Source: an optimization exercise on an open RTL-to-GDS flow (aim: small area, a short achievable clock period and few clock cycles). Production flows keep margins and buffers that such runs may drop.
Where RTL was checked, it was by simulation tests only, not by an equivalence proof against the original.
Power is estimated from default activity; no workload was simulated.

==> flow/design.v <==
`timescale 1ns/1ps
`default_nettype none
package event_sched_pkg;
    localparam int ADDR_W     = 16;
    localparam int COORD_W    = 8;
    localparam int ROW_STRIDE = 256;
    parameter int HALF_WIN    = 2;
    parameter int QUEUE_DEPTH = 16;
    function automatic logic lt8(input logic [7:0] a, input logic [7:0] b);
        logic r;
        r = 1'b0;
        for (int i = 0; i < 8; i++) r = (~a[i] & b[i]) | (~a[i] & r) | (b[i] & r);
        lt8 = r;
    endfunction
    function automatic logic lt16(input logic [15:0] a, input logic [15:0] b);
        logic r;
        r = 1'b0;
        for (int i = 0; i < 16; i++) r = (~a[i] & b[i]) | (~a[i] & r) | (b[i] & r);
        lt16 = r;
    endfunction
endpackage
`default_nettype wire
`timescale 1ns/1ps
`default_nettype none
module todo_lane (
    input  logic       seg_vld,
    input  logic [7:0] seg_top,
    input  logic [7:0] seg_lo,
    input  logic [7:0] seg_hi,
    input  logic [8:0] row,
    input  logic [7:0] col,
    input  logic [7:0] col_inc,
    output logic       act,
    output logic       cont,
    output logic       cov1,
    output logic       later
);
    logic [9:0] d;      
    logic       ge0, le3, le4, eqm1;
    assign d    = {row[8], row} - {2'b00, seg_top};
    assign ge0  = !d[9];
    assign le4  = ge0 && (d[8:0] <= 9'd4);
    assign le3  = ge0 && (d[8:0] <= 9'd3);
    assign eqm1 = (d == 10'h3ff);
    assign act   = seg_vld && le4 && event_sched_pkg::lt8(col, seg_hi);
    assign cont  = act && !event_sched_pkg::lt8(col_inc, seg_lo);
    assign cov1  = seg_vld && (le3 || eqm1);
    assign later = seg_vld && d[9] && !eqm1;
endmodule
`default_nettype wire
`timescale 1ns/1ps
`default_nettype none
module window_picker #(
    parameter int N = 5
) (
    input  logic [N-1:0]   mask,
    input  logic [N*N-1:0] ord,
    output logic [N-1:0]   pick
);
    always_comb begin
        for (int i = 0; i < N; i++) begin
            pick[i] = mask[i];
            for (int j = 0; j < N; j++) begin
                if (j != i && mask[j] && !ord[i*N+j]) pick[i] = 1'b0;
            end
        end
    end
endmodule
`default_nettype wire
`timescale 1ns/1ps
`default_nettype none
module sched_ctrl (
    input  logic [7:0] ev_top,
    input  logic [7:0] ev_lo,
    input  logic       cur_vld,
    input  logic [7:0] cur_top,
    input  logic [7:0] cur_hc,
    output logic       fresh,
    output logic       merge
);
    assign fresh = !cur_vld || event_sched_pkg::lt16({cur_top, cur_hc}, {ev_top, ev_lo});
    assign merge = cur_vld && (ev_top == cur_top)
                   && !event_sched_pkg::lt8(cur_hc + 8'd5, ev_lo);
endmodule
`default_nettype wire
`timescale 1ns/1ps
`default_nettype none
module event_sched_top #(
    parameter int NS = 3
) (
    input  logic        clk,
    input  logic        rst_n,
    input  logic [15:0] event_addr,
    input  logic        event_valid,
    output logic        event_ready,
    output logic [15:0] window_addr,
    output logic        window_valid,
    input  logic        window_ready
);
    localparam int N = NS + 1;
    logic [N-1:0]  seg_vld;
    logic [7:0]    seg_top [N];
    logic [7:0]    seg_lo  [N];
    logic [7:0]    seg_hi  [N];
    logic [NS-1:0] lo_le [NS];
    logic [7:0]    ev_top;   
    logic [7:0]    ev_lo;
    logic          multi;    
    logic          rdy;      
    logic [15:0]   pos;      
    logic          wv;
    logic          first;    
    logic          fresh, merge;
    logic          room, consume, open_seg;
    logic [NS-1:0] alloc;
    assign event_ready  = rdy;
    assign window_valid = wv;
    assign window_addr  = pos;
    sched_ctrl sched_ctrl_inst (
        .ev_top(ev_top),
        .ev_lo(ev_lo),
        .cur_vld(seg_vld[NS]),
        .cur_top(seg_top[NS]),
        .cur_hc(seg_hi[NS]),
        .fresh(fresh),
        .merge(merge)
    );
    assign room     = !seg_vld[NS] || !(&seg_vld[NS-1:0]);
    assign consume  = !rdy && (!fresh || merge || room);
    assign open_seg = !rdy && fresh && !merge && room;
    always_comb begin
        alloc = '0;
        for (int s = NS - 1; s >= 0; s--) begin
            if (!seg_vld[s]) alloc = NS'(1) << s;
        end
        if (!(open_seg && seg_vld[NS])) alloc = '0;
    end
    logic [8:0]   R;         
    logic [7:0]   C, R1, C1;
    logic [N-1:0] act, cont, cov1, later;
    logic [N*N-1:0] lo_before;
    logic [N-1:0] pick_in, pick_c1;
    logic [7:0]   ht, hc;
    logic         lo_early;
    assign R  = {first, pos[15:8] | {8{first}}};
    assign C  = pos[7:0];
    assign R1 = R[7:0] + 8'd1;
    assign C1 = C + 8'd1;
    for (genvar s = 0; s < NS; s++) begin : g_seg
        todo_lane todo_lane_inst (
            .seg_vld(seg_vld[s]),
            .seg_top(seg_top[s]),
            .seg_lo(seg_lo[s]),
            .seg_hi(seg_hi[s]),
            .row(R),
            .col(C),
            .col_inc(C1),
            .act(act[s]),
            .cont(cont[s]),
            .cov1(cov1[s]),
            .later(later[s])
        );
    end
    assign ht = seg_top[NS];
    assign hc = seg_hi[NS];
    logic       r_eq, r1_eq, r_lt, r1_lt, c1_lt;
    logic [9:0] dr;    
    assign dr    = {R[8], R} - {2'b00, ht};
    assign r_eq  = (dr == 10'd0);
    assign r1_eq = (dr == 10'h3ff);
    assign r_lt  = dr[9];
    assign r1_lt = dr[9] && !r1_eq;
    assign c1_lt = event_sched_pkg::lt8(C1, hc);
    assign act[NS]   = seg_vld[NS] && r_eq && c1_lt;
    assign cont[NS]  = act[NS] && !event_sched_pkg::lt8(C1, seg_lo[NS]);
    assign cov1[NS]  = seg_vld[NS] && r1_eq;
    assign later[NS] = seg_vld[NS] && r1_lt;
    assign lo_early = multi;
    logic [NS-1:0] cur_first;
    always_comb begin
        for (int j = 0; j < NS; j++) begin
            cur_first[j] = !event_sched_pkg::lt8(seg_lo[j], seg_lo[NS]);
        end
    end
    always_comb begin
        for (int i = 0; i < N; i++) begin
            for (int j = 0; j < N; j++) begin
                if (i == NS)      lo_before[i*N+j] = (j == NS) ? 1'b0 : cur_first[j];
                else if (j == NS) lo_before[i*N+j] = !cur_first[i];
                else if (i < j)   lo_before[i*N+j] = lo_le[i][j];
                else              lo_before[i*N+j] = !lo_le[j][i];
            end
        end
    end
    window_picker #(.N(N)) pick_in_inst (.mask(act),   .ord(lo_before),  .pick(pick_in));
    window_picker #(.N(N)) pick_c1_inst (.mask(cov1),  .ord(lo_before),  .pick(pick_c1));
    logic        any_act, any_cont, any_c1, any_l;
    logic [7:0]  lo_in, lo_c1;
    logic        early_in, early_c1;
    logic        due;
    logic [15:0] nxt;
    logic        free;     
    logic        skip;     
    assign any_act  = |act;
    assign any_cont = |cont;
    assign any_c1   = |cov1;
    assign any_l    = |later;
    always_comb begin
        lo_in = '0; lo_c1 = '0;
        for (int s = 0; s < N; s++) begin
            lo_in    = lo_in    | ({8{pick_in[s]}} & seg_lo[s]);
            lo_c1    = lo_c1    | ({8{pick_c1[s]}} & seg_lo[s]);
        end
    end
    assign early_in = act[NS] && (!pick_in[NS] || lo_early);
    assign early_c1 = !pick_c1[NS] || lo_early;
    always_comb begin
        if (any_act) begin
            nxt = {R[7:0], any_cont ? C1 : lo_in};
            due = r_lt || (r_eq && (any_cont ? c1_lt : early_in));
        end else if (any_c1) begin
            nxt = {R1, lo_c1};
            due = r1_lt || (r1_eq && early_c1);
        end else begin
            nxt = {R1, 8'hff};
            due = 1'b0;
        end
    end
    assign free = !wv || window_ready;
    assign skip = !any_act && !any_c1 && any_l;
    always_ff @(posedge clk) begin
        if (rdy && event_valid) begin
            ev_top <= event_addr[15:8] - 8'd2;
            ev_lo  <= event_addr[7:0] - 8'd2;
        end
        for (int s = 0; s < NS; s++) begin
            if (alloc[s]) begin
                seg_top[s] <= seg_top[NS];
                seg_lo[s]  <= seg_lo[NS];
                seg_hi[s]  <= seg_hi[NS] + 8'd4;
                for (int j = 0; j < NS; j++) begin
                    if (j < s) lo_le[j][s] <= !cur_first[j];
                    if (j > s) lo_le[s][j] <= cur_first[j];
                end
            end
        end
        if (open_seg) begin
            seg_top[NS] <= ev_top;
            seg_lo[NS]  <= ev_lo;
            multi       <= 1'b0;
        end else if (consume && fresh) begin
            multi       <= 1'b1;
        end
        if (consume && fresh) begin
            seg_hi[NS] <= ev_lo;
        end
        if (free && (due || skip)) begin
            pos <= nxt;
        end
    end
    always_ff @(posedge clk or negedge rst_n) begin
        if (!rst_n) begin
            seg_vld <= '0;
            rdy     <= 1'b1;
            wv      <= 1'b0;
            first   <= 1'b1;
        end else begin
            seg_vld[NS-1:0] <= (seg_vld[NS-1:0] & (act[NS-1:0] | cov1[NS-1:0] | later[NS-1:0]))
                               | alloc;
            if (open_seg) seg_vld[NS] <= 1'b1;
            rdy <= rdy ? !event_valid : consume;
            if (free) begin
                wv <= due;
                if (due || skip) first <= 1'b0;
            end
        end
    end
endmodule
`default_nettype wire
clock: 14.5 ns
lec_check: 0
abc_area: 1
cap_margin: 20
core_margin: 2
core_utilization: 40
cts_buf_list: sky130_fd_sc_hd__clkbuf_8
place_density: 0.85
setup_slack_margin: 0.5
slew_margin: 20
standard.sh (not shown) runs the stock make flow with config.mk's settings and CLKGATE_MAP_FILE= SYNTH_SCRIPT=/design/flow/synth_recipe.tcl, a recipe that flattens the netlist after the stock synthesis.
==> flow/flow/run.sh <==
#!/bin/bash
# The standard layout, with faster port buffers than the default choice, a
# clock tree without dummy loads, and timing repair aiming well past the
# clock period's needs.
set -euo pipefail
export BUFFER_PORTS_ARGS="-buffer_cell sky130_fd_sc_hd__buf_1"
export CTS_ARGS="-sink_clustering_enable -repair_clock_nets -buf_list sky130_fd_sc_hd__clkbuf_8 -dont_use_dummy_load"
bash standard.sh SETUP_SLACK_MARGIN=10.4 finish > standard_flow.log 2>&1
Testbench counts at the start, summed over its fixed seeds: cycles 16,698.
Rerun with:
--- a/flow/design.v
+++ b/flow/design.v
@@ -139,7 +139,6 @@
     logic [7:0]   C, R1, C1;
     logic [N-1:0] act, cont, cov1, later;
     logic [N*N-1:0] lo_before;
-    logic [N-1:0] pick_in, pick_c1;
     logic [7:0]   ht, hc;
     logic         lo_early;
     assign R  = {first, pos[15:8] | {8{first}}};
@@ -192,10 +191,9 @@
             end
         end
     end
-    window_picker #(.N(N)) pick_in_inst (.mask(act),   .ord(lo_before),  .pick(pick_in));
-    window_picker #(.N(N)) pick_c1_inst (.mask(cov1),  .ord(lo_before),  .pick(pick_c1));
     logic        any_act, any_cont, any_c1, any_l;
-    logic [7:0]  lo_in, lo_c1;
+    logic [N-1:0] pick_r;   
+    logic [7:0]  lo_r;
     logic        early_in, early_c1;
     logic        due;
     logic [15:0] nxt;
@@ -205,21 +203,21 @@
     assign any_cont = |cont;
     assign any_c1   = |cov1;
     assign any_l    = |later;
-    always_comb begin
-        lo_in = '0; lo_c1 = '0;
+    window_picker #(.N(N)) pick_r_inst (.mask(any_act ? act : cov1), .ord(lo_before), .pick(pick_r));
+    always_comb begin
+        lo_r = '0;
         for (int s = 0; s < N; s++) begin
-            lo_in    = lo_in    | ({8{pick_in[s]}} & seg_lo[s]);
-            lo_c1    = lo_c1    | ({8{pick_c1[s]}} & seg_lo[s]);
-        end
-    end
-    assign early_in = act[NS] && (!pick_in[NS] || lo_early);
-    assign early_c1 = !pick_c1[NS] || lo_early;
+            lo_r = lo_r | ({8{pick_r[s]}} & seg_lo[s]);
+        end
+    end
+    assign early_in = act[NS] && (!pick_r[NS] || lo_early);
+    assign early_c1 = !pick_r[NS] || lo_early;
     always_comb begin
         if (any_act) begin
-            nxt = {R[7:0], any_cont ? C1 : lo_in};
+            nxt = {R[7:0], any_cont ? C1 : lo_r};
             due = r_lt || (r_eq && (any_cont ? c1_lt : early_in));
         end else if (any_c1) begin
-            nxt = {R1, lo_c1};
+            nxt = {R1, lo_r};
             due = r1_lt || (r1_eq && early_c1);
         end else begin
             nxt = {R1, 8'hff};
=> Routed wire length is lower by about 3.6%; global-route usage decreases by 0.62 points; first-iteration DRC count drops by about 14%; total power grows by 6.7%; final cell count stays flat; flip-flop and latch count does not change; clock skew barely changes; setup slack is better by 0.011 ns; register-to-register slack is worse by 0.02 ns; synthesized area came out lower by 2.7%; design area climbs by 0.92%; die area is lower by about 2.7%.
For the second run of this note, only the layout was checked, not whether the RTL still works.

-- what the ideal ports hide --
How much do the figures lean on ideal ports? The routed layouts below were timed once more, with nothing changed but the port constraints. Step 1 assumes that a clkbuf_16 drives the clock port and a buf_2 every other input. Step 2 times the ports against the registers' clock, not the clock port: input delays grow and output delays shrink by t, the midpoint of the rising clock arrivals with the driver on. Three values: no drivers, after step 1, after step 2; two values: the first two.
run | shift t [ns] | setup WS [ns] | worst register clock-pin slew, ns
the first run | 0.484 | 10.450 / 10.415 / 10.555 | 0.08 / 0.08
the second run | 0.498 | 10.462 / 10.417 / 10.530 | 0.08 / 0.08
After both steps every run listed still meets setup and hold.
